This design comes from an exercise in tuning for small area, a short achievable clock period and few clock cycles per item on the open sky130 flow, not from production work.
Function was checked by simulation only, so behaviour that the tests miss may differ from the original.
Power figures rest on the tool's default switching activity, not on a simulated workload.

==> flow/design.v (outline; a module is shown in full before it is edited, if it fits) <==
// module mm_load_buffer: 108 lines
// module mm_pe_row: 1146 lines
// module mm_engine: 76 lines
// module mm_z_buffer: 31 lines
// module mm_top: 73 lines
module mm_top
(
  input  logic        clk_i,
  input  logic        rst_i,
  input  logic        in_valid_i,
  input  logic [35:0] in_beat_i,
  output logic        in_ready_o,
  output logic        z_valid_o,
  output logic [79:0] z_o,
  input  logic        z_ready_i,
  output logic        busy_o
);
  // ...
==> flow/run.sh <==
#!/bin/bash
# synth_recipe.tcl (not shown) runs the flow's synth.tcl, then flattens the netlist and writes it again
# the make line also repeats each setting of config.mk as NAME=value (left out here)
make -C /OpenROAD-flow-scripts/flow DESIGN_CONFIG=/design/flow/config.mk WORK_HOME=/design/flow/orfs CLKGATE_MAP_FILE= SYNTH_SCRIPT=/design/flow/synth_recipe.tcl finish
==> flow/config.mk <==
export PLATFORM = sky130hd
export DESIGN_NAME = mm_top
export DESIGN_NICKNAME = mm_top
export VERILOG_FILES = /design/flow/design.v
export SDC_FILE = /design/flow/constraint.sdc
export NUM_CORES = 4
export LEC_CHECK = 0
export CAP_MARGIN = 20
export CORE_MARGIN = 2
export CORE_UTILIZATION = 55
export CTS_BUF_LIST = sky130_fd_sc_hd__clkbuf_4 sky130_fd_sc_hd__clkbuf_8
export CTS_CLUSTER_SIZE = 20
export SETUP_SLACK_MARGIN = 4.5
export SLEW_MARGIN = 20
==> flow/constraint.sdc <==
create_clock -name core_clock -period 7.0 [get_ports {clk_i}]
set_input_delay 1.4000 -clock core_clock [delete_from_list [all_inputs] [get_ports {clk_i}]]
set_output_delay 1.4000 -clock core_clock [all_outputs]
set_load 0.01 [all_outputs]
==> parameters.txt, run 1 <==
Parameter                              Value

Run
  Max-Cap Viols    0

Critical path
  Crit-path leading delay family    compound AO/OA/AOI/OAI gates
  Worst endpoint data arrival time    3290 ps
  Number of gates on the worst path with buffers counted    10
  Capturing element type of the critical path    register
  Endpoint required time on the critical path    7440 ps

Pwr
  Leakage    12.3 nW
  Top contributor to total power    registers
  Switching power    1.53 mW

CTS
  Number of H-tree levels    3

STA
  Count of endpoints failing hold in the final timing report    0
  Post-route worst setup slack    4150 ps

Final layout
  Sequential fraction of total cell area    0.469
  Non-clk invs    123
  Share of cell area taken by multi-input logic gates    0.371
  Number of sequential storage elements    598
  # clk buffers    142

GRT
  Global router's overall resource usage    0.258
  Top Usage Layer GRT    met2
  Met2 Usage GRT    0.426
  Global Route met1 Usage    0.343

Route
  Via total after detailed routing    18451
  Number of nets still failing antenna checks after routing    0

Synth
  Cell count after synthesis    2320
  Dominant combinational cell family by area after synthesis    adder cells

Run status
  Outcome  timing/DRC/antenna clean
Testbench counts, summed over its fixed seeds: cycles 3,136, jobs 512.
==> inputs of run 2 (changes only) <==
--- a/flow/config.mk
+++ b/flow/config.mk
@@ -8,7 +8,7 @@
 export CAP_MARGIN = 20
 export CORE_MARGIN = 2
 export CORE_UTILIZATION = 55
-export CTS_BUF_LIST = sky130_fd_sc_hd__clkbuf_4 sky130_fd_sc_hd__clkbuf_8
-export CTS_CLUSTER_SIZE = 20
+export CTS_CLUSTER_DIAMETER = 90
+export CTS_CLUSTER_SIZE = 24
 export SETUP_SLACK_MARGIN = 4.5
 export SLEW_MARGIN = 20
==> parameters.txt, run 2 <==
Parameter                              Value

GRT
  Global-route wire length before repair    101000 um (was 103000 um)
  Met3 Resource Use GR    0.0274 (was 0.0499)
  Pin count of the biggest net entering global routing    54 (unchanged)
  Met2 Usage GRT    0.418 (was 0.426)
  Global Route met1 Usage    0.346 (was 0.343)
  Global-route congestion overflow total    0 (unchanged)
  Top Usage Layer GRT    met2 (unchanged)
  Antenna violations before repair    1 (was 0)
  Global router's overall resource usage    0.250 (was 0.258)
  Vias in the first global route    16958 (was 17555)

Floorplan
  Starting density of the core    0.554 (unchanged)
  Die Span Y    228 um (unchanged)
  Number of placed I/O pins    123 (unchanged)
  Die ar.    0.0521 mm^2 (unchanged)
  Area of the placeable core    0.0499 mm^2 (unchanged)
  Die Span X    228 um (unchanged)
  Row count    82 (unchanged)

Critical path
  Endpoint of the most critical register-to-register path    i_z_buffer.z_q[56]$_DFFE_PP_ (was i_z_buffer.z_q[76]$_DFFE_PP_)
  Reg2Reg Setup Slack    4070 ps (was 4150 ps)
  Crit-path leading delay family    compound AO/OA/AOI/OAI gates (unchanged)
  CP startpoint kind    register (unchanged)
  Max FO, Critical Path    4 (unchanged)
  Cell depth of the worst flop-to-flop path    10 (unchanged)
  Class of the most critical setup path    register to register (unchanged)
  Buffering stage count on the worst path with inverters included    1 (unchanged)
  Critical-path cell with the highest stage delay    fa_2 (unchanged)
  Endpoint required time on the critical path    7360 ps (was 7440 ps)
  Cell repeated most along the worst path    fa_2 (unchanged)
  Source of the worst register-to-register timing path    i_engine.i_pe_row.cs2_q[3]$_DFF_P_ (was i_engine.i_pe_row.cs2_q[5]$_DFF_P_)
  Capturing element type of the critical path    register (unchanged)
  Worst endpoint data arrival time    3290 ps (about the same)
  Largest stage delay on the critical path    510 ps (was 500 ps)
  Critical path, cell by cell    fa_2 > fa_2 > a211oi_2 > o21ai_1 > a21oi_2 > o21ai_2 > a41o_1 > o41ai_4 > buf_6 > xnor2_4 (unchanged)

Synth
  Number of synthesized flops with an enable pin    336 (unchanged)
  Most common cell in the netlist    edfxtp_1 (unchanged)
  Unique cell type count in the Yosys netlist    65 (unchanged)
  Top cells by area, synth    edfxtp_1 37%, dfxtp_1 19%, fa_1 9.8%, mux2_2 4.2%, nand2_1 3.0% (unchanged)
  Synth warn    4 (unchanged)
  Cell count after synthesis    2320 (unchanged)
  Post-synthesis sequential area ratio    0.555 (unchanged)
  Post-synthesis sequential element count    598 (unchanged)
  Post-synth ARST share    0 (unchanged)
  Most frequent cells after synthesis    336 x edfxtp_1, 262 x dfxtp_1, 223 x nand2_1 (unchanged)
  Commonest register cell after synthesis    edfxtp_1 (unchanged)
  Net count of the mapped netlist    2530 (unchanged)
  Cell area after synthesis    0.0276 mm^2 (unchanged)
  Yosys top cell by area    edfxtp_1 (unchanged)
  Share of the synthesized area in the top cell type    0.365 (unchanged)
  Mean instance size in the synthesized netlist    11.9 um^2 (unchanged)

STA
  Timing-limited maximum frequency    0.341 GHz (was 0.351 GHz)
  Worst setup skew after layout    35.4 ps (was 44.3 ps)
  Setup Viol. Count Final    0 (unchanged)
  Count of endpoints failing hold in the final timing report    0 (unchanged)
  Worst Max-Slew Pin Slew    1040 ps (was 1030 ps)
  Clock period minus worst slack    2930 ps (was 2850 ps)
  Setup total negative slack    0 ps (unchanged)
  RSZ-0062 raised after global routing    yes (unchanged)
  Hold Worst Slack    327 ps (was 326 ps)
  Total count of max-transition violations in the final report    0 (unchanged)
  Slew Limit Headroom    0.304 (was 0.310)
  Share of the clock period used by the worst path    0.418 (was 0.407)

Final layout
  Share of cells above drive strength 1    0.235 (was 0.265)
  Total inserted antenna cells    0 (was 1)
  P&R area growth vs syn    15.3% (was 18.6%)
  Number of standard cells in the layout, taps in and fillers out    3109 (was 3221)
  Number of flip-flops in the largest register    128 (unchanged)
  Most frequent standard cell in the layout excluding fill and tap cells    edfxtp_1 (unchanged)
  Registers with the most flip-flops    i_load_buffer.x_q (128), i_engine.i_pe_row.cs1_q (120), i_z_buffer.z_q (76) (unchanged)
  Fill count    3954 (was 3871)
  Biggest register    i_load_buffer.x_q (unchanged)
  Nets@finish    2623 (was 2680)
  Most used cells in the layout excluding fill and tap cells    336 x edfxtp_1, 250 x dfxtp_1, 195 x nand2_1, 118 x fa_1, 114 x inv_1 (was 336 x edfxtp_1, 250 x dfxtp_1, 195 x nand2_1, 120 x fa_1)

Placed design
  Final weighted congestion of routability-driven global placement    0.858 (unchanged)
  Quantity of I/O buffers inserted on ports    122 (unchanged)
  HPWL Detailed    45500 um (unchanged)
  Cell count after placement    2964 (unchanged)

Route
  Post-detailed-routing wire length    69500 um (was 70500 um)
  Vias per inst    5.79 (was 5.73)
  Routed wire length per instance    22.4 um (was 21.9 um)
  Total DRC errors in the routed layout    0 (unchanged)
  Iteration-0 DRC count of the detailed router    1895 (was 1993)
  Via total after detailed routing    18009 (was 18451)
  Number of detailed-route iterations in the first pass    6 (unchanged)
  Number of nets still failing antenna checks after routing    0 (unchanged)

CTS
  Clock tree from TritonCTS    yes (unchanged)
  Cell at the root of the clock tree    clkbuf_16 (was clkbuf_8)
  Number of H-tree levels    1 (was 3)
  Num CTS Buffers    31 (was 96)
  Source-to-sink clock delay at the later pin of the worst-skew pair    640 ps (was 730 ps)
  Post-CTS Hold Buffers    0 (unchanged)
  Clk sinks    598 (unchanged)
  Clock-pin slew on the worst setup and hold paths    90 ps (was 60 ps)
  Longest Clk Path Bufs    3 (unchanged)

Pwr
  Maximum VDD drop    0.225 mV (was 0.210 mV)
  Leakage    11.8 nW (was 12.3 nW)
  Cell Pwr Density    190 mW/mm^2 (was 217 mW/mm^2)

Min path
  End of the worst hold path    i_engine.row2_q[0]$_DFF_P_ (was i_engine.i_pe_row.cs2_q[0]$_DFF_P_)
  Cell depth of the worst hold path    0 (unchanged)
  Path class of the lowest-slack min-delay path    register to register (unchanged)
  Hold path startpoint    i_engine.row1_q[0]$_DFF_P_ (was i_engine.i_pe_row.cs1_q[0]$_DFF_P_)

Run
  Max-Cap Viols    0 (unchanged)

Run status
  Outcome  timing/DRC/antenna clean (unchanged)
==> run 2: report_power, final <==
part,leakage (nW),total (mW),switching [mW],internal [mW]
clock,0.467,2.02,1.15,0.871
sequential,5.28,3.86,0.0437,3.81
combinational,6.05,0.165,0.0690,0.0958
total,11.8,6.05,1.27,4.78
==> run 2: timing repair <==
| item | CTS | global route |
|---|---|---|
| setup buffers | 21 | 47 |
| gates cloned | 4 | 13 |
| pin swaps | 30 | 63 |
| setup endpoints to repair | 489 | 299 |
| gates resized for setup | 472 | 148 |
==> run 2: worst register-to-register path, cell delays in order (launching register included) <==
cell and delay (ps):
dfxtp_2 330, fa_2 510, fa_2 380, a211oi_2 260, o21ai_1 110, a21oi_2 230, o21ai_2 110, a41o_1 230
o41ai_4 240, buf_6 180, xnor2_4 90
==> run 2: area by class of cell <==
cell class                 instances  area (um^2)  share of cell area
clock buffer                      48          850              0.0267
clock inverter                     9          113             0.00353
inverter                         121          470              0.0148
multi-input combinational       1427        12200               0.384
sequential                       598        15400               0.482
tap                              672          841              0.0264
timing repair buffer             232         1990              0.0624
timing repair inverter             2         17.5            0.000550
==> run 2: per-layer routing <==
metal  part of all wire  routed length, um  up-vias
met4              0.030               2110        2
met1               0.43              29800     8909
met2               0.49              34400      518
met3              0.046               3210       86
met5            0.00022                 15        -
li1                   -                  -     8494
==> run 2: stage by stage <==
stage          area (um^2)  worst slack, ps  power, mW  utilization
3_5_place_dp         29300             2750       4.10        0.588
3_3_place_gp         29300             2860       4.08        0.588
2_1_floorplan        27700             2130       4.03            -
4_1_cts              30600             4100       6.08        0.614
5_1_grt              31900             3980       6.22        0.639
6_report             31900             4070       6.05        0.639
==> run 2: how the worst max path moves through the flow <==
stage               cells after the start                                from                            to
finish                                 10  i_engine.i_pe_row.cs2_q[3]$_DFF_P_  i_z_buffer.z_q[56]$_DFFE_PP_
global route                           10  i_engine.i_pe_row.cs2_q[3]$_DFF_P_  i_z_buffer.z_q[56]$_DFFE_PP_
CTS                                    10  i_engine.i_pe_row.cs2_q[3]$_DFF_P_  i_z_buffer.z_q[56]$_DFFE_PP_
detailed placement                     10                           z_ready_i     i_engine.sel_q[2]$_DFF_P_
global placement                       10                           z_ready_i     i_engine.sel_q[2]$_DFF_P_
floorplan                               7                           z_ready_i     i_engine.sel_q[1]$_DFF_P_
==> run 2: cell families (layout without fill, tap and decap cells) <==
group / count (synthesis) / after routing / share of synthesized area
flops: 598 / 598 / 0.555
compound gates: 557 / 558 / 0.129
simple gates: 456 / 459 / 0.0718
buf+inv: 299 / 412 / 0.0416
fa+ha+maj: 248 / 248 / 0.142
mux: 112 / 112 / 0.0453
xor+xnor: 50 / 50 / 0.0158
==> inputs of run 3 (changes only) <==
==> flow/config.mk (replaced) <==
export PLATFORM = sky130hd
export DESIGN_NAME = mm_top
export DESIGN_NICKNAME = mm_top
export VERILOG_FILES = /design/flow/design.v
export SDC_FILE = /design/flow/constraint.sdc
export NUM_CORES = 4
export LEC_CHECK = 0
export ABC_CLOCK_PERIOD_IN_PS = 1000
export CAP_MARGIN = 20
export CORE_MARGIN = 2
export CORE_UTILIZATION = 40
export SETUP_SLACK_MARGIN = 4.5
export SLEW_MARGIN = 20
==> parameters.txt, run 3 <==
Parameter                              Value

Run status
  Outcome  timing/DRC/antenna clean (unchanged)

Placed design
  Setup WS pre-CTS    2770 ps (was 2750 ps)
  Final weighted congestion of routability-driven global placement    0.835 (was 0.858)
  Cell count after placement    3171 (was 2964)
  HPWL Detailed    45000 um (was 45500 um)
  Quantity of I/O buffers inserted on ports    122 (unchanged)

STA
  Share of the clock period used by the worst path    0.397 (was 0.418)
  Count of endpoints failing hold in the final timing report    0 (unchanged)
  Total count of max-transition violations in the final report    0 (unchanged)
  Slew Limit Headroom    0.282 (was 0.304)
  Post-route worst setup slack    4220 ps (was 4070 ps)
  Hold Worst Slack    329 ps (was 327 ps)
  Clock period minus worst slack    2780 ps (was 2930 ps)
  Timing-limited maximum frequency    0.360 GHz (was 0.341 GHz)
  Setup Viol. Count Final    0 (unchanged)
  Setup total negative slack    0 ps (unchanged)
  Worst setup skew after layout    29.4 ps (was 35.4 ps)
  RSZ-0062 raised after global routing    yes (unchanged)
  Worst Max-Slew Pin Slew    1080 ps (was 1040 ps)

Pwr
  Proportion of power drawn by flip-flops and latches    0.532 (was 0.638)
  Leakage    12.1 nW (was 11.8 nW)
  Switch share    0.200 (was 0.209)
  Share of power burned in combinational logic    0.022 (was 0.027)
  Internal power    5.81 mW (was 4.78 mW)
  Switching power    1.45 mW (was 1.27 mW)
  Cell Pwr Density    222 mW/mm^2 (was 190 mW/mm^2)
  Clock share of power    0.446 (was 0.335)
  Maximum VDD drop    0.208 mV (was 0.225 mV)

Floorplan
  Die Span Y    267 um (was 228 um)
  Area of the placeable core    0.0685 mm^2 (was 0.0499 mm^2)
  Starting density of the core    0.404 (was 0.554)
  Row count    96 (was 82)
  Die ar.    0.0712 mm^2 (was 0.0521 mm^2)
  Number of placed I/O pins    123 (unchanged)
  Die Span X    267 um (was 228 um)

CTS
  Clk sinks    598 (unchanged)
  Source-to-sink clock delay at the later pin of the worst-skew pair    630 ps (was 640 ps)
  Cell at the root of the clock tree    clkbuf_16 (unchanged)
  Number of H-tree levels    2 (was 1)
  Clock-pin slew on the worst setup and hold paths    60 ps (was 90 ps)
  Num CTS Buffers    60 (was 31)
  Longest Clk Path Bufs    3 (unchanged)
  Post-CTS Hold Buffers    0 (unchanged)
  Clock tree from TritonCTS    yes (unchanged)

Synth
  Number of synthesized flops with an enable pin    336 (unchanged)
  Cell count after synthesis    2320 (unchanged)
  Most common cell in the netlist    edfxtp_1 (unchanged)
  Cell area after synthesis    0.0276 mm^2 (unchanged)
  Top cells by area, synth    edfxtp_1 37%, dfxtp_1 19%, fa_1 9.8%, mux2_2 4.2%, nand2_1 3.0% (unchanged)
  Yosys top cell by area    edfxtp_1 (unchanged)
  Share of the synthesized area in the top cell type    0.365 (unchanged)
  Post-synthesis sequential element count    598 (unchanged)
  Net count of the mapped netlist    2530 (unchanged)
  Most frequent cells after synthesis    336 x edfxtp_1, 262 x dfxtp_1, 223 x nand2_1 (unchanged)
  Synth warn    4 (unchanged)
  Post-synth ARST share    0 (unchanged)
  Unique cell type count in the Yosys netlist    65 (unchanged)
  Mean instance size in the synthesized netlist    11.9 um^2 (unchanged)
  Commonest register cell after synthesis    edfxtp_1 (unchanged)
  Post-synthesis sequential area ratio    0.555 (unchanged)

Critical path
  Capturing element type of the critical path    register (unchanged)
  Cell depth of the worst flop-to-flop path    11 (was 10)
  Reg2Reg Setup Slack    4220 ps (was 4070 ps)
  Max FO, Critical Path    4 (unchanged)
  Critical path, cell by cell    fa_2 > fa_2 > a211oi_4 > o21ai_2 > a21oi_2 > o21ai_2 > a41o_1 > buf_4 > buf_6 > nor2_4 > xnor2_4 (was fa_2 > fa_2 > a211oi_2 > o21ai_1 > a21oi_2 > o21ai_2 > a41o_1 > o41ai_4 > buf_6 > xnor2_4)
  Source of the worst register-to-register timing path    i_engine.i_pe_row.cs2_q[5]$_DFF_P_ (was i_engine.i_pe_row.cs2_q[3]$_DFF_P_)
  Worst endpoint data arrival time    3140 ps (was 3290 ps)
  Class of the most critical setup path    register to register (unchanged)
  Largest stage delay on the critical path    490 ps (was 510 ps)
  Endpoint of the most critical register-to-register path    i_z_buffer.z_q[74]$_DFFE_PP_ (was i_z_buffer.z_q[56]$_DFFE_PP_)
  CP startpoint kind    register (unchanged)
  Critical-path cell with the highest stage delay    fa_2 (unchanged)
  Endpoint required time on the critical path    7360 ps (about the same)

GRT
  Global-route wire length before repair    101000 um (about the same)
  Global-route congestion overflow total    0 (unchanged)
  Vias in the first global route    17067 (was 16958)
  Global router's overall resource usage    0.185 (was 0.250)
  Pin count of the biggest net entering global routing    54 (unchanged)
  Antenna violations before repair    0 (was 1)

Final layout
  Number of flip-flops in the largest register    128 (unchanged)
  Nets@finish    2629 (was 2623)
  Fin util    0.478 (was 0.639)
  Most used cells in the layout excluding fill and tap cells    336 x edfxtp_1, 250 x dfxtp_1, 200 x nand2_1, 118 x fa_1 (was 336 x edfxtp_1, 250 x dfxtp_1, 195 x nand2_1, 118 x fa_1, 114 x inv_1)
  P&R area growth vs syn    18.3% (was 15.3%)
  Registers with the most flip-flops    i_load_buffer.x_q (128), i_engine.i_pe_row.cs1_q (120), i_z_buffer.z_q (76) (unchanged)
  Fill count    6042 (was 3954)
  Number of standard cells in the layout, taps in and fillers out    3352 (was 3109)
  Biggest register    i_load_buffer.x_q (unchanged)
  Most frequent standard cell in the layout excluding fill and tap cells    edfxtp_1 (unchanged)
  Total inserted antenna cells    0 (unchanged)
  Share of cells above drive strength 1    0.232 (was 0.235)

Min path
  End of the worst hold path    i_engine.i_pe_row.cs2_q[2]$_DFF_P_ (was i_engine.row2_q[0]$_DFF_P_)
  Path class of the lowest-slack min-delay path    register to register (unchanged)
  Cell depth of the worst hold path    0 (unchanged)
  Hold path startpoint    i_engine.i_pe_row.cs1_q[2]$_DFF_P_ (was i_engine.row1_q[0]$_DFF_P_)

Route
  Number of nets still failing antenna checks after routing    0 (unchanged)
  Post-detailed-routing wire length    67400 um (was 69500 um)
  Vias per inst    5.38 (was 5.79)
  Iteration-0 DRC count of the detailed router    1842 (was 1895)
  Routed wire length per instance    20.1 um (was 22.4 um)
  Total DRC errors in the routed layout    0 (unchanged)
  Via total after detailed routing    18020 (was 18009)
  Number of detailed-route iterations in the first pass    5 (was 6)

Run
  Max-Cap Viols    0 (unchanged)
-- run 3: kinds of logic after synthesis --
family | synth area share
adder cells (fa/ha/maj) | 0.142
buffers and inverters | 0.0416
XOR/XNOR | 0.0158
AO/OA/AOI/OAI | 0.129
flip-flops | 0.555
AND/OR/NAND/NOR | 0.0718
multiplexers | 0.0453
-- run 3: how the worst max path moves through the flow --
stage               slack (ps)                      endpoint                          startpoint
finish                    4220  i_z_buffer.z_q[74]$_DFFE_PP_  i_engine.i_pe_row.cs2_q[5]$_DFF_P_
global route              4100  i_z_buffer.z_q[56]$_DFFE_PP_  i_engine.i_pe_row.cs2_q[5]$_DFF_P_
CTS                       4170  i_z_buffer.z_q[56]$_DFFE_PP_  i_engine.i_pe_row.cs2_q[5]$_DFF_P_
detailed placement        2770     i_engine.sel_q[3]$_DFF_P_                           z_ready_i
global placement          2790     i_engine.sel_q[2]$_DFF_P_                           z_ready_i
floorplan                 2130     i_engine.sel_q[1]$_DFF_P_                           z_ready_i
-- run 3: power by group through the flow --
stage	Sequential [mW]	Combinational [mW]	Clock (mW)
3_5_place_dp	3.94	0.160	0
4_1_cts	3.86	0.163	3.31
5_1_grt	3.87	0.179	3.44
3_3_place_gp	3.93	0.151	0
6_report	3.86	0.162	3.23
2_1_floorplan	3.92	0.107	0
-- run 3: metal layers --
metal / vias up / track usage / part of all wire
met1: 8826 / 0.263 / 0.46
li1: 8503 / - / -
met2: 589 / 0.295 / 0.46
met3: 102 / 0.0257 / 0.054
met4: 0 / 0.0500 / 0.026
met5: - / 0.00139 / 0
-- run 3: final cells by class --
| type | count | area [um^2] | area share |
|---|---|---|---|
| multi-input combinational | 1426 | 12000 | 0.368 |
| clock buffer | 88 | 1760 | 0.0538 |
| tap | 882 | 1100 | 0.0338 |
| timing repair inverter | 2 | 17.5 | 0.000536 |
| timing repair buffer | 210 | 1710 | 0.0522 |
| inverter | 121 | 470 | 0.0144 |
| clock inverter | 25 | 267 | 0.00815 |
| sequential | 598 | 15400 | 0.470 |
-- run 3: what timing repair did --
item,4_1_cts,5_1_grt
buffers inserted,28,30
pin swaps,26,38
setup endpoints to repair,468,301
gates resized for setup,433,131
cloned,6,2
-- run 3: stage by stage --
step | instance area [um^2] | total power [mW]
after detailed placement | 29600 | 4.10
after global routing | 32700 | 7.49
after floorplan | 27700 | 4.03
after global placement | 29600 | 4.08
after CTS | 31900 | 7.34
final | 32700 | 7.26
-- run 3: critical path: cells and delay by family (launching register included) --
family / cells / cell delay, ps
compound gates: 5 / 870
xor+xnor: 1 / 90
fa+ha+maj: 2 / 880
buf+inv: 2 / 260
flops: 1 / 330
simple gates: 1 / 120
==> inputs of run 4 (changes only) <==
--- a/flow/config.mk
+++ b/flow/config.mk
@@ -5,7 +5,6 @@
 export SDC_FILE = /design/flow/constraint.sdc
 export NUM_CORES = 4
 export LEC_CHECK = 0
-export ABC_CLOCK_PERIOD_IN_PS = 1000
 export CAP_MARGIN = 20
 export CORE_MARGIN = 2
 export CORE_UTILIZATION = 40
==> parameters.txt, run 4 <==
Parameter                              Value

Floorplan
  Starting density of the core    0.404 (unchanged)
  Area of the placeable core    0.0685 mm^2 (unchanged)
  Number of placed I/O pins    123 (unchanged)
  Row count    96 (unchanged)
  Die Span X    267 um (unchanged)
  Die ar.    0.0712 mm^2 (unchanged)
  Die Span Y    267 um (unchanged)

Pwr
  Cell Pwr Density    222 mW/mm^2 (unchanged)
  Maximum VDD drop    0.208 mV (unchanged)
  Leakage    12.1 nW (unchanged)

Route
  Via total after detailed routing    18020 (unchanged)
  Number of nets still failing antenna checks after routing    0 (unchanged)
  Post-detailed-routing wire length    67400 um (unchanged)
  Total DRC errors in the routed layout    0 (unchanged)
  Vias per inst    5.38 (unchanged)
  Routed wire length per instance    20.1 um (unchanged)
  Iteration-0 DRC count of the detailed router    1842 (unchanged)
  Number of detailed-route iterations in the first pass    5 (unchanged)

CTS
  Cell at the root of the clock tree    clkbuf_16 (unchanged)
  Number of H-tree levels    2 (unchanged)
  Clock-pin slew on the worst setup and hold paths    60 ps (about the same)
  Source-to-sink clock delay at the later pin of the worst-skew pair    630 ps (about the same)
  Clock tree from TritonCTS    yes (unchanged)
  Post-CTS Hold Buffers    0 (unchanged)
  Clk sinks    598 (unchanged)
  Num CTS Buffers    60 (unchanged)
  Longest Clk Path Bufs    3 (unchanged)

STA
  Share of the clock period used by the worst path    0.397 (unchanged)
  Clock period minus worst slack    2780 ps (unchanged)
  Setup total negative slack    0 ps (unchanged)
  Slew Limit Headroom    0.282 (unchanged)
  Worst Max-Slew Pin Slew    1080 ps (unchanged)
  RSZ-0062 raised after global routing    yes (unchanged)
  Total count of max-transition violations in the final report    0 (unchanged)
  Setup Viol. Count Final    0 (unchanged)
  Hold Worst Slack    329 ps (unchanged)
  Worst setup skew after layout    29.4 ps (unchanged)
  Timing-limited maximum frequency    0.360 GHz (unchanged)
  Count of endpoints failing hold in the final timing report    0 (unchanged)

Final layout
  Nets@finish    2629 (unchanged)
  Most frequent standard cell in the layout excluding fill and tap cells    edfxtp_1 (unchanged)
  Number of flip-flops in the largest register    128 (unchanged)
  P&R area growth vs syn    18.3% (unchanged)
  Area used by multi-input combinational logic    0.0120 mm^2 (unchanged)
  Final Cell Area    0.0327 mm^2 (unchanged)
  Registers with the most flip-flops    i_load_buffer.x_q (128), i_engine.i_pe_row.cs1_q (120), i_z_buffer.z_q (76) (unchanged)
  Share of cells above drive strength 1    0.232 (unchanged)
  Total inserted antenna cells    0 (unchanged)
  Most used cells in the layout excluding fill and tap cells    336 x edfxtp_1, 250 x dfxtp_1, 200 x nand2_1, 118 x fa_1 (unchanged)
  Biggest register    i_load_buffer.x_q (unchanged)
  Fin util    0.478 (unchanged)
  Register area    0.0154 mm^2 (unchanged)
  Fill count    6042 (unchanged)

Synth
  Post-synthesis sequential element count    598 (unchanged)
  Mean instance size in the synthesized netlist    11.9 um^2 (unchanged)
  Cell area after synthesis    0.0276 mm^2 (unchanged)
  Commonest register cell after synthesis    edfxtp_1 (unchanged)
  Cell count after synthesis    2320 (unchanged)
  Number of synthesized flops with an enable pin    336 (unchanged)
  Post-synth ARST share    0 (unchanged)
  Share of the synthesized area in the top cell type    0.365 (unchanged)
  Net count of the mapped netlist    2530 (unchanged)
  Most frequent cells after synthesis    336 x edfxtp_1, 262 x dfxtp_1, 223 x nand2_1 (unchanged)
  Yosys top cell by area    edfxtp_1 (unchanged)
  Most common cell in the netlist    edfxtp_1 (unchanged)
  Post-synthesis sequential area ratio    0.555 (unchanged)
  Top cells by area, synth    edfxtp_1 37%, dfxtp_1 19%, fa_1 9.8%, mux2_2 4.2%, nand2_1 3.0% (unchanged)
  Synth warn    4 (unchanged)
  Unique cell type count in the Yosys netlist    65 (unchanged)

Placed design
  Quantity of I/O buffers inserted on ports    122 (unchanged)
  HPWL Detailed    45000 um (unchanged)
  Final weighted congestion of routability-driven global placement    0.835 (unchanged)
  Area of placed instances    0.0296 mm^2 (unchanged)

Critical path
  Capturing element type of the critical path    register (unchanged)
  Critical path, cell by cell    fa_2 > fa_2 > a211oi_4 > o21ai_2 > a21oi_2 > o21ai_2 > a41o_1 > buf_4 > buf_6 > nor2_4 > xnor2_4 (unchanged)
  Largest stage delay on the critical path    490 ps (about the same)
  Crit-path leading delay family    adder cells (unchanged)
  Max FO, Critical Path    4 (unchanged)
  Critical-path cell with the highest stage delay    fa_2 (unchanged)
  Worst endpoint data arrival time    3140 ps (about the same)
  Endpoint required time on the critical path    7360 ps (about the same)
  CP startpoint kind    register (unchanged)
  Buffering stage count on the worst path with inverters included    2 (unchanged)
  Class of the most critical setup path    register to register (unchanged)

GRT
  Global-route wire length before repair    101000 um (unchanged)
  Pin count of the biggest net entering global routing    54 (unchanged)
  Global-route congestion overflow total    0 (unchanged)
  Global router's overall resource usage    0.185 (unchanged)
  Antenna violations before repair    0 (unchanged)
  Vias in the first global route    17067 (unchanged)

Run
  Max-Cap Viols    0 (unchanged)

Run status
  Outcome  timing/DRC/antenna clean (unchanged)

Min path
  Path class of the lowest-slack min-delay path    register to register (unchanged)
## run 4: where the power goes
group | internal, mW | leakage, nW | total, mW | switching, mW
combinational | 0.0952 | 5.83 | 0.162 | 0.0673
sequential | 3.82 | 5.27 | 3.86 | 0.0423
clock | 1.89 | 0.984 | 3.23 | 1.34
## run 4: final cells by class
class / instances / area share
repair buffers: 210 / 0.0522
flip-flops and latches: 598 / 0.470
repair inverters: 2 / 0.000536
inverters: 121 / 0.0144
multi-input cells: 1426 / 0.368
clock inverters: 25 / 0.00815
clock buffers: 88 / 0.0538
well taps: 882 / 0.0338
## run 4: cells by family (layout without fill, tap and decap cells)
family          Yosys count  in the layout  share of synthesized area
fa+ha+maj               248            248                      0.142
flops                   598            598                      0.555
simple gates            456            458                     0.0718
xor+xnor                 50             50                     0.0158
compound gates          557            558                      0.129
buf+inv                 299            446                     0.0416
mux                     112            112                     0.0453
## run 4: what timing repair did
item / 4_1_cts / 5_1_grt
setup buffers: 28 / 30
pin swaps: 26 / 38
cloned: 6 / 2
endpoints found under the setup margin: 468 / 301
gates resized for setup: 433 / 131
## run 4: final timing paths
kind                                 startpoint                            endpoint  slack, ps  cells past startpoint
max          i_engine.i_pe_row.cs2_q[5]$_DFF_P_        i_z_buffer.z_q[74]$_DFFE_PP_       4220                     11
min          i_engine.i_pe_row.cs1_q[2]$_DFF_P_  i_engine.i_pe_row.cs2_q[2]$_DFF_P_        330                      0
max reg2reg  i_engine.i_pe_row.cs2_q[5]$_DFF_P_        i_z_buffer.z_q[74]$_DFFE_PP_       4220                     11
min reg2reg  i_engine.i_pe_row.cs1_q[2]$_DFF_P_  i_engine.i_pe_row.cs2_q[2]$_DFF_P_        330                      0
## run 4: per-stage QoR
step	worst slack, ps	power [mW]	instances
3_5_place_dp	2770	4.10	3171
5_1_grt	4100	7.49	3352
3_3_place_gp	2790	4.08	3171
6_report	4220	7.26	3352
4_1_cts	4170	7.34	3318
2_1_floorplan	2130	4.03	2320
## run 4: metal layers
metal / global-route usage / part of all wire / up-vias / wire [um]
met4: 0.0500 / 0.026 / 0 / 1740
met3: 0.0257 / 0.054 / 102 / 3660
met2: 0.295 / 0.46 / 589 / 31300
met5: 0.00139 / 0 / - / 0
met1: 0.263 / 0.46 / 8826 / 30700
li1: - / - / 8503 / -
==> inputs of run 5 (changes only) <==
--- a/flow/config.mk
+++ b/flow/config.mk
@@ -8,5 +8,5 @@
 export CAP_MARGIN = 20
 export CORE_MARGIN = 2
 export CORE_UTILIZATION = 40
-export SETUP_SLACK_MARGIN = 4.5
+export SETUP_SLACK_MARGIN = 3.9
 export SLEW_MARGIN = 20
==> parameters.txt, run 5 <==
Parameter                              Value

Floorplan
  Die Span X    267 um (unchanged)
  Die Span Y    267 um (unchanged)
  Number of placed I/O pins    123 (unchanged)
  Starting density of the core    0.404 (unchanged)
  Area of the placeable core    0.0685 mm^2 (unchanged)
  Row count    96 (unchanged)
  Die ar.    0.0712 mm^2 (unchanged)

Run
  Max-Cap Viols    0 (unchanged)

Critical path
  CP startpoint kind    input pin (was register)
  Max FO, Critical Path    28 (was 4)
  Endpoint required time on the critical path    7290 ps (was 7360 ps)
  Critical path, cell by cell    clkdlybuf4s50_1 > nand2b_4 > a21o_4 > nand4_1 > a2111oi_4 > buf_4 > buf_6 (was fa_2 > fa_2 > a211oi_4 > o21ai_2 > a21oi_2 > o21ai_2 > a41o_1 > buf_4 > buf_6 > nor2_4 > xnor2_4)
  Capturing element type of the critical path    register (unchanged)
  Critical-path cell with the highest stage delay    clkdlybuf4s50_1 (was fa_2)
  Largest stage delay on the critical path    450 ps (was 490 ps)
  Class of the most critical setup path    input pin to register (was register to register)
  Worst endpoint data arrival time    3280 ps (was 3140 ps)

Synth
  Post-synthesis sequential area ratio    0.555 (unchanged)
  Commonest register cell after synthesis    edfxtp_1 (unchanged)
  Post-synth ARST share    0 (unchanged)
  Top cells by area, synth    edfxtp_1 37%, dfxtp_1 19%, fa_1 9.8%, mux2_2 4.2%, nand2_1 3.0% (unchanged)
  Post-synthesis sequential element count    598 (unchanged)
  Unique cell type count in the Yosys netlist    65 (unchanged)
  Cell area after synthesis    0.0276 mm^2 (unchanged)
  Synth warn    4 (unchanged)
  Number of synthesized flops with an enable pin    336 (unchanged)
  Most frequent cells after synthesis    336 x edfxtp_1, 262 x dfxtp_1, 223 x nand2_1 (unchanged)
  Yosys top cell by area    edfxtp_1 (unchanged)
  Net count of the mapped netlist    2530 (unchanged)
  Mean instance size in the synthesized netlist    11.9 um^2 (unchanged)
  Share of the synthesized area in the top cell type    0.365 (unchanged)
  Cell count after synthesis    2320 (unchanged)
  Most common cell in the netlist    edfxtp_1 (unchanged)

Route
  Iteration-0 DRC count of the detailed router    1733 (was 1842)
  Number of detailed-route iterations in the first pass    5 (unchanged)
  Post-detailed-routing wire length    63600 um (was 67400 um)
  Routed wire length per instance    19.3 um (was 20.1 um)
  Total DRC errors in the routed layout    0 (unchanged)
  Number of nets still failing antenna checks after routing    0 (unchanged)
  Vias per inst    5.29 (was 5.38)
  Via total after detailed routing    17449 (was 18020)

Final layout
  Most used cells in the layout excluding fill and tap cells    336 x edfxtp_1, 260 x dfxtp_1, 222 x nand2_1, 134 x fa_1, 122 x clkdlybuf4s50_1 (was 336 x edfxtp_1, 250 x dfxtp_1, 200 x nand2_1, 118 x fa_1)
  Nets@finish    2577 (was 2629)
  Registers with the most flip-flops    i_load_buffer.x_q (128), i_engine.i_pe_row.cs1_q (120), i_z_buffer.z_q (76) (unchanged)
  Number of flip-flops in the largest register    128 (unchanged)
  P&R area growth vs syn    14.9% (was 18.3%)
  Number of standard cells in the layout, taps in and fillers out    3299 (was 3352)
  Biggest register    i_load_buffer.x_q (unchanged)
  Total inserted antenna cells    0 (unchanged)
  Share of cells above drive strength 1    0.118 (was 0.232)
  Most frequent standard cell in the layout excluding fill and tap cells    edfxtp_1 (unchanged)

Placed design
  HPWL Detailed    44400 um (was 45000 um)
  Quantity of I/O buffers inserted on ports    122 (unchanged)
  Final weighted congestion of routability-driven global placement    0.829 (was 0.835)
  Cell count after placement    3175 (was 3171)

CTS
  Cell at the root of the clock tree    clkbuf_16 (unchanged)
  Num CTS Buffers    60 (unchanged)
  Clk sinks    598 (unchanged)
  Number of H-tree levels    2 (unchanged)
  Clock-pin slew on the worst setup and hold paths    60 ps (about the same)
  Source-to-sink clock delay at the later pin of the worst-skew pair    630 ps (about the same)
  Longest Clk Path Bufs    3 (unchanged)
  Clock tree from TritonCTS    yes (unchanged)

STA
  Setup Viol. Count Final    0 (unchanged)
  Clock period minus worst slack    2990 ps (was 2780 ps)
  Total count of max-transition violations in the final report    0 (unchanged)
  RSZ-0062 raised after global routing    yes (unchanged)
  Slew Limit Headroom    0.290 (was 0.282)
  Timing-limited maximum frequency    0.334 GHz (was 0.360 GHz)
  Share of the clock period used by the worst path    0.427 (was 0.397)
  Setup total negative slack    0 ps (unchanged)
  Worst setup skew after layout    30.8 ps (was 29.4 ps)
  Worst Max-Slew Pin Slew    1070 ps (was 1080 ps)
  Count of endpoints failing hold in the final timing report    0 (unchanged)

GRT
  Global router's overall resource usage    0.177 (was 0.185)
  Pin count of the biggest net entering global routing    58 (was 54)
  Antenna violations before repair    3 (was 0)
  Vias in the first global route    16657 (was 17067)
  Global-route congestion overflow total    0 (unchanged)
  Global-route wire length before repair    97800 um (was 101000 um)

Min path
  Path class of the lowest-slack min-delay path    register to register (unchanged)

Pwr
  Total power    7.14 mW (was 7.26 mW)
  Maximum VDD drop    0.193 mV (was 0.208 mV)
  Leakage    11.7 nW (was 12.1 nW)
  Cell Pwr Density    225 mW/mm^2 (was 222 mW/mm^2)

Run status
  Outcome  timing/DRC/antenna clean (unchanged)
-- run 5: cell types whose count changed in the layout (fill, tap and decap cells not counted), sizes merged --
| cell | previous run | this run |
|---|---|---|
| bufinv | 4 | 1 |
| clkbuf | 89 | 93 |
| clkinv | 15 | 16 |
| clkinvlp | 6 | 3 |
| nor2 | 119 | 118 |
| clkdlybuf4s50 | 36 | 122 |
| buf | 170 | 38 |
| and3 | 12 | 11 |
| a21o | 6 | 5 |
| dlygate4sd2 | 2 | 0 |
| clkdlybuf4s15 | 1 | 0 |
-- run 5: stage by stage --
stage | area [um^2] | util | hold slack (ps) | worst slack (ps)
final | 31800 | 0.464 | 326 | 4010
after CTS | 31600 | 0.461 | 326 | 3910
after floorplan | 27700 | - | 310 | 2130
after detailed placement | 29600 | 0.432 | 312 | 2690
after global routing | 31800 | 0.464 | 332 | 3860
after global placement | 29500 | 0.432 | 312 | 2740
-- run 5: power by group --
group	switching (mW)	internal [mW]	total, mW
Sequential	0.0412	3.82	3.86
Combinational	0.0628	0.0941	0.157
Clock	1.32	1.79	3.12
-- run 5: kinds of logic after synthesis --
kind of cell               share of synthesized area
buffers and inverters                         0.0416
and+or+nand+nor                               0.0718
xor gates and xnor gates                      0.0158
DFF                                            0.555
adders and majority gates                      0.142
muxes                                         0.0453
AOI/OAI and AO/OA                              0.129
-- run 5: per-layer routing --
metal,global-route usage,part of all wire,vias up
li1,-,-,8392
met1,0.258,0.47,8478
met2,0.273,0.45,487
met3,0.0293,0.054,88
met4,0.0504,0.024,4
met5,0,0.00050,-
-- run 5: path summary, 6_finish.rpt --
path	cells past startpoint	start	slack [ps]	to
setup / recovery	7	z_ready_i	4010	i_load_buffer.ye_q[4]$_DFFE_PP_
hold / removal	0	i_engine.row1_q[1]$_DFF_P_	330	i_engine.row2_q[1]$_DFF_P_
setup reg to reg	9	i_engine.i_pe_row.cs2_q[5]$_DFF_P_	4010	i_z_buffer.z_q[16]$_DFFE_PP_
hold reg to reg	0	i_engine.row1_q[1]$_DFF_P_	330	i_engine.row2_q[1]$_DFF_P_
-- run 5: final cells by class --
type                            instances  area (um^2)
Clock buffer                           92         1780
Clock inverter                         20          183
Fill cell                            6130        36700
Inverter                              121          467
Multi-Input combinational cell       1423        11300
Sequential cell                       598        15300
Tap cell                              882         1100
Timing Repair Buffer                  161         1560
Timing Repair inverter                  2         17.5
-- run 5: repair_timing --
| item | CTS | global route |
|---|---|---|
| gates cloned | 0 | 3 |
| pin swaps | 1 | 13 |
| endpoints found under the setup margin | 85 | 56 |
| gates resized for setup | 7 | 18 |
| hold buffers | 0 | 0 |
| endpoints found under the hold margin | 0 | 0 |
| buffers inserted | 1 | 7 |
-- run 5: critical path, delay by kind of cell --
family          cells  cell delay [ps]
compound gates      2              630
buf+inv             3              940
simple gates        2              280
==> inputs of run 6 (changes only) <==
--- a/flow/config.mk
+++ b/flow/config.mk
@@ -8,5 +8,5 @@
 export CAP_MARGIN = 20
 export CORE_MARGIN = 2
 export CORE_UTILIZATION = 40
-export SETUP_SLACK_MARGIN = 3.9
+export SETUP_SLACK_MARGIN = 4.2
 export SLEW_MARGIN = 20
==> parameters.txt, run 6 <==
Parameter                              Value

STA
  Worst setup skew after layout    38.1 ps (was 30.8 ps)
  Setup total negative slack    0 ps (unchanged)
  Timing-limited maximum frequency    0.365 GHz (was 0.334 GHz)
  Total count of max-transition violations in the final report    0 (unchanged)
  Hold Worst Slack    325 ps (was 326 ps)
  Share of the clock period used by the worst path    0.392 (was 0.427)
  Count of endpoints failing hold in the final timing report    0 (unchanged)
  RSZ-0062 raised after global routing    yes (unchanged)
  Setup Viol. Count Final    0 (unchanged)
  Worst Max-Slew Pin Slew    1080 ps (was 1070 ps)
  Post-route worst setup slack    4260 ps (was 4010 ps)
  Clock period minus worst slack    2740 ps (was 2990 ps)
  Slew Limit Headroom    0.280 (was 0.290)

Final layout
  Number of standard cells in the layout, taps in and fillers out    3320 (was 3299)
  Register area    0.0153 mm^2 (about the same)
  P&R area growth vs syn    16.4% (was 14.9%)
  Most used cells in the layout excluding fill and tap cells    336 x edfxtp_1, 259 x dfxtp_1, 220 x nand2_1, 133 x fa_1, 117 x inv_1 (was 336 x edfxtp_1, 260 x dfxtp_1, 222 x nand2_1, 134 x fa_1, 122 x clkdlybuf4s50_1)
  Number of flip-flops in the largest register    128 (unchanged)
  Share of cells above drive strength 1    0.137 (was 0.118)
  Fill count    6071 (was 6130)
  Most frequent standard cell in the layout excluding fill and tap cells    edfxtp_1 (unchanged)
  Biggest register    i_load_buffer.x_q (unchanged)
  Area used by multi-input combinational logic    0.0115 mm^2 (was 0.0113 mm^2)
  Nets@finish    2594 (was 2577)
  Registers with the most flip-flops    i_load_buffer.x_q (128), i_engine.i_pe_row.cs1_q (120), i_z_buffer.z_q (76) (unchanged)

CTS
  Longest Clk Path Bufs    3 (unchanged)
  Source-to-sink clock delay at the later pin of the worst-skew pair    630 ps (about the same)
  Num CTS Buffers    61 (was 60)
  Clock tree from TritonCTS    yes (unchanged)
  Post-CTS Hold Buffers    0 (unchanged)
  Number of H-tree levels    2 (unchanged)
  Clock-pin slew on the worst setup and hold paths    60 ps (about the same)
  Clk sinks    598 (unchanged)
  Cell at the root of the clock tree    clkbuf_16 (unchanged)

Critical path
  Buffering stage count on the worst path with inverters included    1 (was 3)
  Cell depth of the worst flop-to-flop path    11 (was 9)
  Reg2Reg Setup Slack    4310 ps (was 4010 ps)
  Class of the most critical setup path    register to output port (was input pin to register)
  Capturing element type of the critical path    output port (was register)
  Endpoint of the most critical register-to-register path    i_z_buffer.z_q[35]$_DFFE_PP_ (was i_z_buffer.z_q[16]$_DFFE_PP_)
  Max FO, Critical Path    2 (was 28)
  CP startpoint kind    register (was input pin)
  Endpoint required time on the critical path    5600 ps (was 7290 ps)
  Crit-path leading delay family    flip-flops (was buffers and inverters)
  Critical path, cell by cell    dlygate4sd2_1 (was clkdlybuf4s50_1 > nand2b_4 > a21o_4 > nand4_1 > a2111oi_4 > buf_4 > buf_6)
  Critical-path cell with the highest stage delay    edfxtp_1 (was clkdlybuf4s50_1)
  Source of the worst register-to-register timing path    i_engine.i_pe_row.cs2_q[5]$_DFF_P_ (unchanged)
  Number of gates on the worst path with buffers counted    1 (was 7)
  Worst endpoint data arrival time    1340 ps (was 3280 ps)
  Largest stage delay on the critical path    410 ps (was 450 ps)

Min path
  Path class of the lowest-slack min-delay path    register to register (unchanged)
  Cell depth of the worst hold path    0 (unchanged)
  End of the worst hold path    i_engine.i_pe_row.cs2_q[1]$_DFF_P_ (was i_engine.row2_q[1]$_DFF_P_)
  Hold path startpoint    i_engine.i_pe_row.cs1_q[1]$_DFF_P_ (was i_engine.row1_q[1]$_DFF_P_)

Floorplan
  Area of the placeable core    0.0685 mm^2 (unchanged)
  Starting density of the core    0.404 (unchanged)
  Number of placed I/O pins    123 (unchanged)
  Row count    96 (unchanged)
  Die Span Y    267 um (unchanged)
  Die Span X    267 um (unchanged)
  Die ar.    0.0712 mm^2 (unchanged)

Route
  Number of nets still failing antenna checks after routing    0 (unchanged)
  Total DRC errors in the routed layout    0 (unchanged)
  Number of detailed-route iterations in the first pass    5 (unchanged)
  Iteration-0 DRC count of the detailed router    1746 (was 1733)
  Routed wire length per instance    19.5 um (was 19.3 um)
  Post-detailed-routing wire length    64700 um (was 63600 um)
  Vias per inst    5.33 (was 5.29)
  Via total after detailed routing    17704 (was 17449)

Pwr
  Cell Pwr Density    230 mW/mm^2 (was 225 mW/mm^2)
  Maximum VDD drop    0.194 mV (was 0.193 mV)
  Total power    7.41 mW (was 7.14 mW)
  Leakage    12.0 nW (was 11.7 nW)

Synth
  Number of synthesized flops with an enable pin    336 (unchanged)
  Post-synth ARST share    0 (unchanged)
  Most common cell in the netlist    edfxtp_1 (unchanged)
  Cell area after synthesis    0.0276 mm^2 (unchanged)
  Cell count after synthesis    2320 (unchanged)
  Unique cell type count in the Yosys netlist    65 (unchanged)
  Yosys top cell by area    edfxtp_1 (unchanged)
  Share of the synthesized area in the top cell type    0.365 (unchanged)
  Mean instance size in the synthesized netlist    11.9 um^2 (unchanged)
  Synth warn    4 (unchanged)
  Commonest register cell after synthesis    edfxtp_1 (unchanged)
  Post-synthesis sequential element count    598 (unchanged)
  Top cells by area, synth    edfxtp_1 37%, dfxtp_1 19%, fa_1 9.8%, mux2_2 4.2%, nand2_1 3.0% (unchanged)
  Net count of the mapped netlist    2530 (unchanged)
  Most frequent cells after synthesis    336 x edfxtp_1, 262 x dfxtp_1, 223 x nand2_1 (unchanged)
  Post-synthesis sequential area ratio    0.555 (unchanged)

GRT
  Vias in the first global route    16659 (was 16657)
  Antenna violations before repair    0 (was 3)
  Pin count of the biggest net entering global routing    60 (was 58)
  Global-route wire length before repair    98800 um (was 97800 um)
  Global-route congestion overflow total    0 (unchanged)
  Global router's overall resource usage    0.180 (was 0.177)

Run status
  Outcome  timing/DRC/antenna clean (unchanged)

Run
  Max-Cap Viols    0 (unchanged)

Placed design
  Quantity of I/O buffers inserted on ports    122 (unchanged)
  Cell count after placement    3171 (was 3175)
  Final weighted congestion of routability-driven global placement    0.844 (was 0.829)
  HPWL Detailed    44800 um (was 44400 um)
  Setup WS pre-CTS    2770 ps (was 2690 ps)
## run 6: worst max path at each step
stage,startpoint,to,slack (ps)
after floorplan,z_ready_i,i_engine.sel_q[1]$_DFF_P_,2130
after global placement,z_ready_i,i_engine.sel_q[2]$_DFF_P_,2830
after detailed placement,z_ready_i,i_engine.sel_q[2]$_DFF_P_,2770
after CTS,i_engine.i_pe_row.cs2_q[5]$_DFF_P_,i_z_buffer.z_q[16]$_DFFE_PP_,4070
after global routing,i_engine.i_pe_row.cs2_q[5]$_DFF_P_,i_z_buffer.z_q[35]$_DFFE_PP_,4160
final,i_z_buffer.z_q[18]$_DFFE_PP_,z_o[18],4260
## run 6: kinds of logic (layout without fill, tap and decap cells)
family / Yosys count / after routing / share of synthesized area
DFF: 598 / 598 / 0.555
AOI/OAI and AO/OA: 557 / 557 / 0.129
and+or+nand+nor: 456 / 456 / 0.0718
buffers and inverters: 299 / 416 / 0.0416
adders and majority gates: 248 / 248 / 0.142
muxes: 112 / 112 / 0.0453
xor gates and xnor gates: 50 / 50 / 0.0158
other: 0 / 1 / 0
## run 6: metal layers
| metal | global-route usage | share of wire |
|---|---|---|
| met1 | 0.258 | 0.46 |
| met2 | 0.286 | 0.46 |
| met3 | 0.0247 | 0.057 |
| met4 | 0.0509 | 0.025 |
| met5 | 0 | 0 |
## run 6: report_power, final
part | internal [mW] | switching (mW)
combinational | 0.0942 | 0.0642
sequential | 3.82 | 0.0414
clock | 2.02 | 1.37
## run 6: stage by stage
step	util	cell area [um^2]
finish	0.470	32200
global route	0.470	32200
CTS	0.466	31900
detailed placement	0.432	29600
global placement	0.432	29500
floorplan	-	27700
## run 6: area by class of cell
class	count	area share
antenna	1	0.0000778
clock buffer	87	0.0557
clock inverter	29	0.0113
inverter	121	0.0145
multi-input combinational	1423	0.357
sequential	598	0.477
tap	882	0.0343
timing repair buffer	177	0.0496
timing repair inverter	2	0.000544
## run 6: what timing repair did
item | CTS | global route
setup buffers | 18 | 9
gates resized for setup | 116 | 27
pin swaps | 24 | 15
cloned | 2 | 0
endpoints found under the setup margin | 226 | 100
==> inputs of run 7 (changes only) <==
--- a/flow/config.mk
+++ b/flow/config.mk
@@ -8,5 +8,7 @@
 export CAP_MARGIN = 20
 export CORE_MARGIN = 2
 export CORE_UTILIZATION = 40
+export CTS_CLUSTER_DIAMETER = 120
+export CTS_CLUSTER_SIZE = 32
 export SETUP_SLACK_MARGIN = 4.2
 export SLEW_MARGIN = 20
==> parameters.txt, run 7 <==
Parameter                              Value

STA
  Share of the clock period used by the worst path    0.391 (was 0.392)
  Slew Limit Headroom    0.278 (was 0.280)
  Worst Max-Slew Pin Slew    1080 ps (about the same)
  Count of endpoints failing hold in the final timing report    0 (unchanged)
  Clock period minus worst slack    2740 ps (about the same)
  Setup Viol. Count Final    0 (unchanged)
  Timing-limited maximum frequency    0.365 GHz (about the same)
  RSZ-0062 raised after global routing    yes (unchanged)
  Total count of max-transition violations in the final report    0 (unchanged)
  Worst setup skew after layout    40.3 ps (was 38.1 ps)
  Setup total negative slack    0 ps (unchanged)

Floorplan
  Die Span X    267 um (unchanged)
  Die Span Y    267 um (unchanged)
  Area of the placeable core    0.0685 mm^2 (unchanged)
  Number of placed I/O pins    123 (unchanged)
  Row count    96 (unchanged)
  Starting density of the core    0.404 (unchanged)
  Die ar.    0.0712 mm^2 (unchanged)

Run
  Max-Cap Viols    0 (unchanged)

Pwr
  Switch share    0.203 (was 0.199)
  Share of power burned in combinational logic    0.028 (was 0.021)
  Maximum VDD drop    0.166 mV (was 0.194 mV)
  Clock share of power    0.302 (was 0.457)
  Internal power    4.58 mW (was 5.93 mW)
  Switching power    1.17 mW (was 1.48 mW)
  Cell Pwr Density    187 mW/mm^2 (was 230 mW/mm^2)
  Leakage    11.3 nW (was 12.0 nW)
  Proportion of power drawn by flip-flops and latches    0.671 (was 0.521)

Synth
  Unique cell type count in the Yosys netlist    65 (unchanged)
  Number of synthesized flops with an enable pin    336 (unchanged)
  Cell count after synthesis    2320 (unchanged)
  Most common cell in the netlist    edfxtp_1 (unchanged)
  Cell area after synthesis    0.0276 mm^2 (unchanged)
  Share of the synthesized area in the top cell type    0.365 (unchanged)
  Top cells by area, synth    edfxtp_1 37%, dfxtp_1 19%, fa_1 9.8%, mux2_2 4.2%, nand2_1 3.0% (unchanged)
  Post-synthesis sequential area ratio    0.555 (unchanged)
  Post-synthesis sequential element count    598 (unchanged)
  Mux cell area share after synthesis    0.0453 (unchanged)
  Xor/xnor share of the synthesized area    0.0158 (unchanged)
  Dominant combinational cell family by area after synthesis    adder cells (unchanged)
  Most frequent cells after synthesis    336 x edfxtp_1, 262 x dfxtp_1, 223 x nand2_1 (unchanged)
  Post-synthesis share of cell area spent on and, or, nand and nor gates    0.0718 (unchanged)
  Post-synth ARST share    0 (unchanged)
  Commonest register cell after synthesis    edfxtp_1 (unchanged)
  Fraction of the mapped netlist area in adder cells    0.142 (unchanged)
  Yosys top cell by area    edfxtp_1 (unchanged)
  Net count of the mapped netlist    2530 (unchanged)
  Mean instance size in the synthesized netlist    11.9 um^2 (unchanged)
  Synth warn    4 (unchanged)
  Synth Area in Compound Gates    0.129 (unchanged)

Placed design
  Quantity of I/O buffers inserted on ports    122 (unchanged)
  Cell count after placement    3171 (unchanged)
  HPWL Detailed    44800 um (unchanged)
  Final weighted congestion of routability-driven global placement    0.844 (unchanged)
  Area of placed instances    0.0296 mm^2 (unchanged)

Final layout
  Nets@finish    2556 (was 2594)
  Number of standard cells in the layout, taps in and fillers out    3244 (was 3320)
  Total inserted antenna cells    0 (was 1)
  Share of cells above drive strength 1    0.113 (was 0.137)
  Most frequent standard cell in the layout excluding fill and tap cells    edfxtp_1 (unchanged)
  P&R area growth vs syn    11.2% (was 16.4%)
  Number of flip-flops in the largest register    128 (unchanged)
  Most used cells in the layout excluding fill and tap cells    336 x edfxtp_1, 257 x dfxtp_1, 218 x nand2_1, 133 x fa_1, 117 x inv_1 (was 336 x edfxtp_1, 259 x dfxtp_1, 220 x nand2_1, 133 x fa_1, 117 x inv_1)
  Biggest register    i_load_buffer.x_q (unchanged)
  Registers with the most flip-flops    i_load_buffer.x_q (128), i_engine.i_pe_row.cs1_q (120), i_z_buffer.z_q (76) (unchanged)
  Final Cell Area    0.0307 mm^2 (was 0.0322 mm^2)

Route
  Post-detailed-routing wire length    63600 um (was 64700 um)
  Total DRC errors in the routed layout    0 (unchanged)
  Routed wire length per instance    19.6 um (was 19.5 um)
  Via total after detailed routing    17505 (was 17704)
  Number of detailed-route iterations in the first pass    6 (was 5)
  Vias per inst    5.40 (was 5.33)
  Iteration-0 DRC count of the detailed router    1931 (was 1746)
  Number of nets still failing antenna checks after routing    0 (unchanged)

GRT
  Global-route congestion overflow total    0 (unchanged)
  Global router's overall resource usage    0.176 (was 0.180)
  Antenna violations before repair    0 (unchanged)
  Vias in the first global route    16255 (was 16659)
  Pin count of the biggest net entering global routing    60 (unchanged)
  Global-route wire length before repair    97200 um (was 98800 um)

CTS
  Clock-pin slew on the worst setup and hold paths    110 ps (was 60 ps)
  Clock tree from TritonCTS    yes (unchanged)
  Longest Clk Path Bufs    3 (unchanged)
  Cell at the root of the clock tree    clkbuf_16 (unchanged)
  Number of H-tree levels    1 (was 2)
  Clk sinks    598 (unchanged)
  Source-to-sink clock delay at the later pin of the worst-skew pair    610 ps (was 630 ps)
  Num CTS Buffers    23 (was 61)

Critical path
  Critical path, cell by cell    fa_2 > buf_6 > ha_4 > a211oi_4 > o21bai_2 > nor4_4 > o21ai_2 > a41oi_2 > a21oi_2 > xor2_1 > buf_4 (was dlygate4sd2_1)
  Worst endpoint data arrival time    3090 ps (was 1340 ps)
  CP startpoint kind    register (unchanged)
  Class of the most critical setup path    register to register (was register to output port)
  Largest stage delay on the critical path    590 ps (was 410 ps)
  Max FO, Critical Path    4 (was 2)
  Endpoint required time on the critical path    7360 ps (was 5600 ps)
  Capturing element type of the critical path    register (was output port)
  Critical-path cell with the highest stage delay    fa_2 (was edfxtp_1)

Min path
  Path class of the lowest-slack min-delay path    register to register (unchanged)

Run status
  Outcome  timing/DRC/antenna clean (unchanged)
[run 7: final timing paths]
kind / slack, ps / cells after the start / from / to
setup / recovery: 4260 / 11 / i_engine.i_pe_row.cs2_q[3]$_DFF_P_ / i_z_buffer.z_q[15]$_DFFE_PP_
hold reg to reg: 340 / 0 / i_engine.i_pe_row.cs1_q[1]$_DFF_P_ / i_engine.i_pe_row.cs2_q[1]$_DFF_P_
setup reg to reg: 4260 / 11 / i_engine.i_pe_row.cs2_q[3]$_DFF_P_ / i_z_buffer.z_q[15]$_DFFE_PP_
hold / removal: 340 / 0 / i_engine.i_pe_row.cs1_q[1]$_DFF_P_ / i_engine.i_pe_row.cs2_q[1]$_DFF_P_
[run 7: cell families (layout without fill, tap and decap cells)]
logic type | after synthesis | count (layout)
compound gates | 557 | 557
xor+xnor | 50 | 50
buf+inv | 299 | 341
simple gates | 456 | 456
flops | 598 | 598
fa+ha+maj | 248 | 248
mux | 112 | 112
[run 7: cell type report]
cell class	instances	area (um^2)
fillers	6200	37700
flip-flops and latches	598	15300
multi-input cells	1423	11500
repair buffers	177	1590
well taps	882	1100
clock buffers	37	649
inverters	121	467
clock inverters	4	68.8
repair inverters	2	17.5
[run 7: critical path, delay by kind of cell, from the launching register on]
kind / cells / cell delay [ps]
AO/OA/AOI/OAI: 5 / 810
XOR/XNOR: 1 / 150
buffers and inverters: 2 / 260
adder cells (fa/ha/maj): 2 / 780
flip-flops: 1 / 340
AND/OR/NAND/NOR: 1 / 180
[run 7: power by group through the flow]
| stage | sequential, mW | combinational [mW] | clock, mW |
|---|---|---|---|
| after floorplan | 3.92 | 0.107 | 0 |
| after global placement | 3.93 | 0.151 | 0 |
| after detailed placement | 3.94 | 0.158 | 0 |
| after CTS | 3.86 | 0.160 | 1.79 |
| after global routing | 3.87 | 0.176 | 1.91 |
| final | 3.86 | 0.159 | 1.74 |
[run 7: through the flow]
step	util	power, mW	hold slack, ps	setup slack, ps
2_1_floorplan	-	4.03	310	2130
3_3_place_gp	0.432	4.08	314	2830
3_5_place_dp	0.432	4.10	313	2770
4_1_cts	0.445	5.81	335	4050
5_1_grt	0.449	5.95	342	4130
6_report	0.449	5.75	337	4260
[run 7: repair_timing]
item                       in CTS  in global routing
pin swaps                      23                 20
setup endpoints to repair     228                102
resized for setup             117                 33
hold buffers                    0                  0
gates cloned                    2                  0
setup buffers                  18                  9
[run 7: routing by layer]
| metal | wire length (um) | up-vias | global-route usage |
|---|---|---|---|
| li1 | - | 8303 | - |
| met1 | 29500 | 8597 | 0.258 |
| met5 | 0 | - | 0 |
| met4 | 1350 | 0 | 0.0355 |
| met3 | 3450 | 58 | 0.0194 |
| met2 | 29300 | 547 | 0.283 |
==> inputs of run 8 (changes only) <==
--- a/flow/config.mk
+++ b/flow/config.mk
@@ -8,7 +8,7 @@
 export CAP_MARGIN = 20
 export CORE_MARGIN = 2
 export CORE_UTILIZATION = 40
-export CTS_CLUSTER_DIAMETER = 120
-export CTS_CLUSTER_SIZE = 32
+export CTS_CLUSTER_DIAMETER = 110
+export CTS_CLUSTER_SIZE = 26
 export SETUP_SLACK_MARGIN = 4.2
 export SLEW_MARGIN = 20
==> parameters.txt, run 8 <==
Parameter                              Value

Floorplan
  Area of the placeable core    0.0685 mm^2 (unchanged)
  Die Span Y    267 um (unchanged)
  Number of placed I/O pins    123 (unchanged)
  Starting density of the core    0.404 (unchanged)
  Row count    96 (unchanged)
  Die Span X    267 um (unchanged)
  Die ar.    0.0712 mm^2 (unchanged)

Synth
  Synth Area in Compound Gates    0.129 (unchanged)
  Xor/xnor share of the synthesized area    0.0158 (unchanged)
  Most common cell in the netlist    edfxtp_1 (unchanged)
  Top cells by area, synth    edfxtp_1 37%, dfxtp_1 19%, fa_1 9.8%, mux2_2 4.2%, nand2_1 3.0% (unchanged)
  Synth warn    4 (unchanged)
  Cell area after synthesis    0.0276 mm^2 (unchanged)
  Share of the synthesized area in the top cell type    0.365 (unchanged)
  Mean instance size in the synthesized netlist    11.9 um^2 (unchanged)
  Unique cell type count in the Yosys netlist    65 (unchanged)
  Number of synthesized flops with an enable pin    336 (unchanged)
  Yosys top cell by area    edfxtp_1 (unchanged)
  Mux cell area share after synthesis    0.0453 (unchanged)
  Post-synthesis share of cell area spent on and, or, nand and nor gates    0.0718 (unchanged)
  Fraction of the mapped netlist area in adder cells    0.142 (unchanged)
  Commonest register cell after synthesis    edfxtp_1 (unchanged)
  Net count of the mapped netlist    2530 (unchanged)
  Dominant combinational cell family by area after synthesis    adder cells (unchanged)
  Post-synthesis sequential area ratio    0.555 (unchanged)
  Post-synthesis sequential element count    598 (unchanged)
  Cell count after synthesis    2320 (unchanged)
  Most frequent cells after synthesis    336 x edfxtp_1, 262 x dfxtp_1, 223 x nand2_1 (unchanged)

Final layout
  Share of cells above drive strength 1    0.113 (about the same)
  P&R area growth vs syn    11.5% (was 11.2%)
  Final Cell Area    0.0308 mm^2 (was 0.0307 mm^2)
  Biggest register    i_load_buffer.x_q (unchanged)
  Number of flip-flops in the largest register    128 (unchanged)
  Registers with the most flip-flops    i_load_buffer.x_q (128), i_engine.i_pe_row.cs1_q (120), i_z_buffer.z_q (76) (unchanged)
  Nets@finish    2560 (was 2556)
  Most used cells in the layout excluding fill and tap cells    336 x edfxtp_1, 257 x dfxtp_1, 220 x nand2_1, 133 x fa_1, 117 x inv_1 (was 336 x edfxtp_1, 257 x dfxtp_1, 218 x nand2_1, 133 x fa_1, 117 x inv_1)
  Number of standard cells in the layout, taps in and fillers out    3252 (was 3244)
  Fill count    6188 (was 6200)
  Fin util    0.450 (was 0.449)
  Most frequent standard cell in the layout excluding fill and tap cells    edfxtp_1 (unchanged)

STA
  Count of endpoints failing hold in the final timing report    0 (unchanged)
  RSZ-0062 raised after global routing    yes (unchanged)
  Post-route worst setup slack    4260 ps (about the same)
  Worst Max-Slew Pin Slew    1070 ps (was 1080 ps)
  Hold Worst Slack    333 ps (was 337 ps)
  Clock period minus worst slack    2740 ps (about the same)
  Setup total negative slack    0 ps (unchanged)
  Timing-limited maximum frequency    0.365 GHz (about the same)
  Share of the clock period used by the worst path    0.391 (about the same)
  Slew Limit Headroom    0.289 (was 0.278)
  Setup Viol. Count Final    0 (unchanged)
  Total count of max-transition violations in the final report    0 (unchanged)

Route
  Vias per inst    5.36 (was 5.40)
  Routed wire length per instance    19.6 um (about the same)
  Post-detailed-routing wire length    63600 um (about the same)
  Max Used Layer    met4 (unchanged)
  Number of nets still failing antenna checks after routing    0 (unchanged)
  Iteration-0 DRC count of the detailed router    1943 (was 1931)
  Total routed wire length on the met1 layer    29500 um (about the same)
  Met2 wirelength from detailed routing    29600 um (was 29300 um)
  Met3 WL post-DR    3270 um (was 3450 um)
  Via total after detailed routing    17446 (was 17505)
  Total DRC errors in the routed layout    0 (unchanged)

Run
  Max-Cap Viols    0 (unchanged)

Critical path
  Endpoint of the most critical register-to-register path    i_z_buffer.z_q[55]$_DFFE_PP_ (was i_z_buffer.z_q[15]$_DFFE_PP_)
  Max FO, Critical Path    4 (unchanged)
  CP startpoint kind    register (unchanged)
  Source of the worst register-to-register timing path    i_engine.i_pe_row.cs2_q[3]$_DFF_P_ (unchanged)
  Class of the most critical setup path    register to register (unchanged)
  Worst endpoint data arrival time    3100 ps (was 3090 ps)
  Endpoint required time on the critical path    7360 ps (about the same)
  Capturing element type of the critical path    register (unchanged)
  Cell depth of the worst flop-to-flop path    11 (unchanged)

Placed design
  Quantity of I/O buffers inserted on ports    122 (unchanged)
  Area of placed instances    0.0296 mm^2 (unchanged)
  Cell count after placement    3171 (unchanged)
  Final weighted congestion of routability-driven global placement    0.844 (unchanged)
  HPWL Detailed    44800 um (unchanged)
  Setup WS pre-CTS    2770 ps (unchanged)

CTS
  Num CTS Buffers    27 (was 23)
  Post-CTS Hold Buffers    0 (unchanged)
  Longest Clk Path Bufs    3 (unchanged)
  Clk sinks    598 (unchanged)
  Source-to-sink clock delay at the later pin of the worst-skew pair    620 ps (was 610 ps)
  Clock-pin slew on the worst setup and hold paths    90 ps (was 110 ps)
  Number of H-tree levels    1 (unchanged)
  Clock tree from TritonCTS    yes (unchanged)
  Cell at the root of the clock tree    clkbuf_16 (unchanged)

GRT
  Pin count of the biggest net entering global routing    60 (unchanged)
  Global-route congestion overflow total    0 (unchanged)
  Global router's overall resource usage    0.176 (about the same)
  Antenna violations before repair    0 (unchanged)
  Global-route wire length before repair    97400 um (was 97200 um)

Min path
  Path class of the lowest-slack min-delay path    register to register (unchanged)
  End of the worst hold path    i_engine.i_pe_row.cs2_q[0]$_DFF_P_ (was i_engine.i_pe_row.cs2_q[1]$_DFF_P_)
  Hold path startpoint    i_engine.i_pe_row.cs1_q[0]$_DFF_P_ (was i_engine.i_pe_row.cs1_q[1]$_DFF_P_)
  Cell depth of the worst hold path    0 (unchanged)

Run status
  Outcome  timing/DRC/antenna clean (unchanged)

Pwr
  Maximum VDD drop    0.196 mV (was 0.166 mV)
  Leakage    11.3 nW (about the same)
  Cell Pwr Density    189 mW/mm^2 (was 187 mW/mm^2)
  Total power    5.83 mW (was 5.75 mW)
run 8: cell counts after synthesis:
No cell type changed its count.
run 8: what timing repair did:
item	CTS	global route
cloned	2	0
setup buffers	18	9
gates resized for setup	117	31
endpoints found under the setup margin	227	106
pin swaps	23	20
run 8: where the power goes:
group	switching [mW]	internal, mW	total [mW]
Clock	1.07	0.743	1.82
Sequential	0.0410	3.81	3.86
Combinational	0.0640	0.0942	0.158
run 8: critical path, cell delays in order (launching register included):
cell	delay, ps
dfxtp_2	330
fa_2	590
buf_6	100
ha_4	190
a211oi_4	210
o21bai_2	140
nor4_4	180
o21ai_2	120
a41oi_2	230
a21oi_2	110
xor2_1	150
buf_4	150
run 8: metal layers:
metal	vias up	global-route usage
li1	8316	-
met3	50	0.0185
met4	0	0.0343
met1	8552	0.258
met5	-	0
met2	528	0.285
run 8: area by class of cell:
class	instances	area, um^2	area share
clock buffers	43	736	0.0239
inverters	121	467	0.0152
well taps	882	1100	0.0358
multi-input cells	1423	11500	0.373
diodes	1	2.50	0.0000812
flip-flops and latches	598	15300	0.498
repair buffers	177	1590	0.0517
repair inverters	2	17.5	0.000569
clock inverters	5	53.8	0.00175
run 8: worst max-delay path by stage:
stage / slack (ps) / from / depth (start not counted) / to
after floorplan: 2130 / z_ready_i / 7 / i_engine.sel_q[1]$_DFF_P_
after global placement: 2830 / z_ready_i / 10 / i_engine.sel_q[2]$_DFF_P_
after detailed placement: 2770 / z_ready_i / 10 / i_engine.sel_q[2]$_DFF_P_
after CTS: 4050 / i_engine.i_pe_row.cs2_q[5]$_DFF_P_ / 9 / i_z_buffer.z_q[16]$_DFFE_PP_
after global routing: 4130 / i_engine.i_pe_row.cs2_q[3]$_DFF_P_ / 11 / i_z_buffer.z_q[55]$_DFFE_PP_
final: 4260 / i_engine.i_pe_row.cs2_q[3]$_DFF_P_ / 11 / i_z_buffer.z_q[55]$_DFFE_PP_
run 8: cell families (layout without fill, tap and decap cells):
logic type / count (synthesis) / after routing
AND/OR/NAND/NOR: 456 / 456
adder cells (fa/ha/maj): 248 / 248
multiplexers: 112 / 112
other: 0 / 1
buffers and inverters: 299 / 348
AO/OA/AOI/OAI: 557 / 557
flip-flops: 598 / 598
XOR/XNOR: 50 / 50
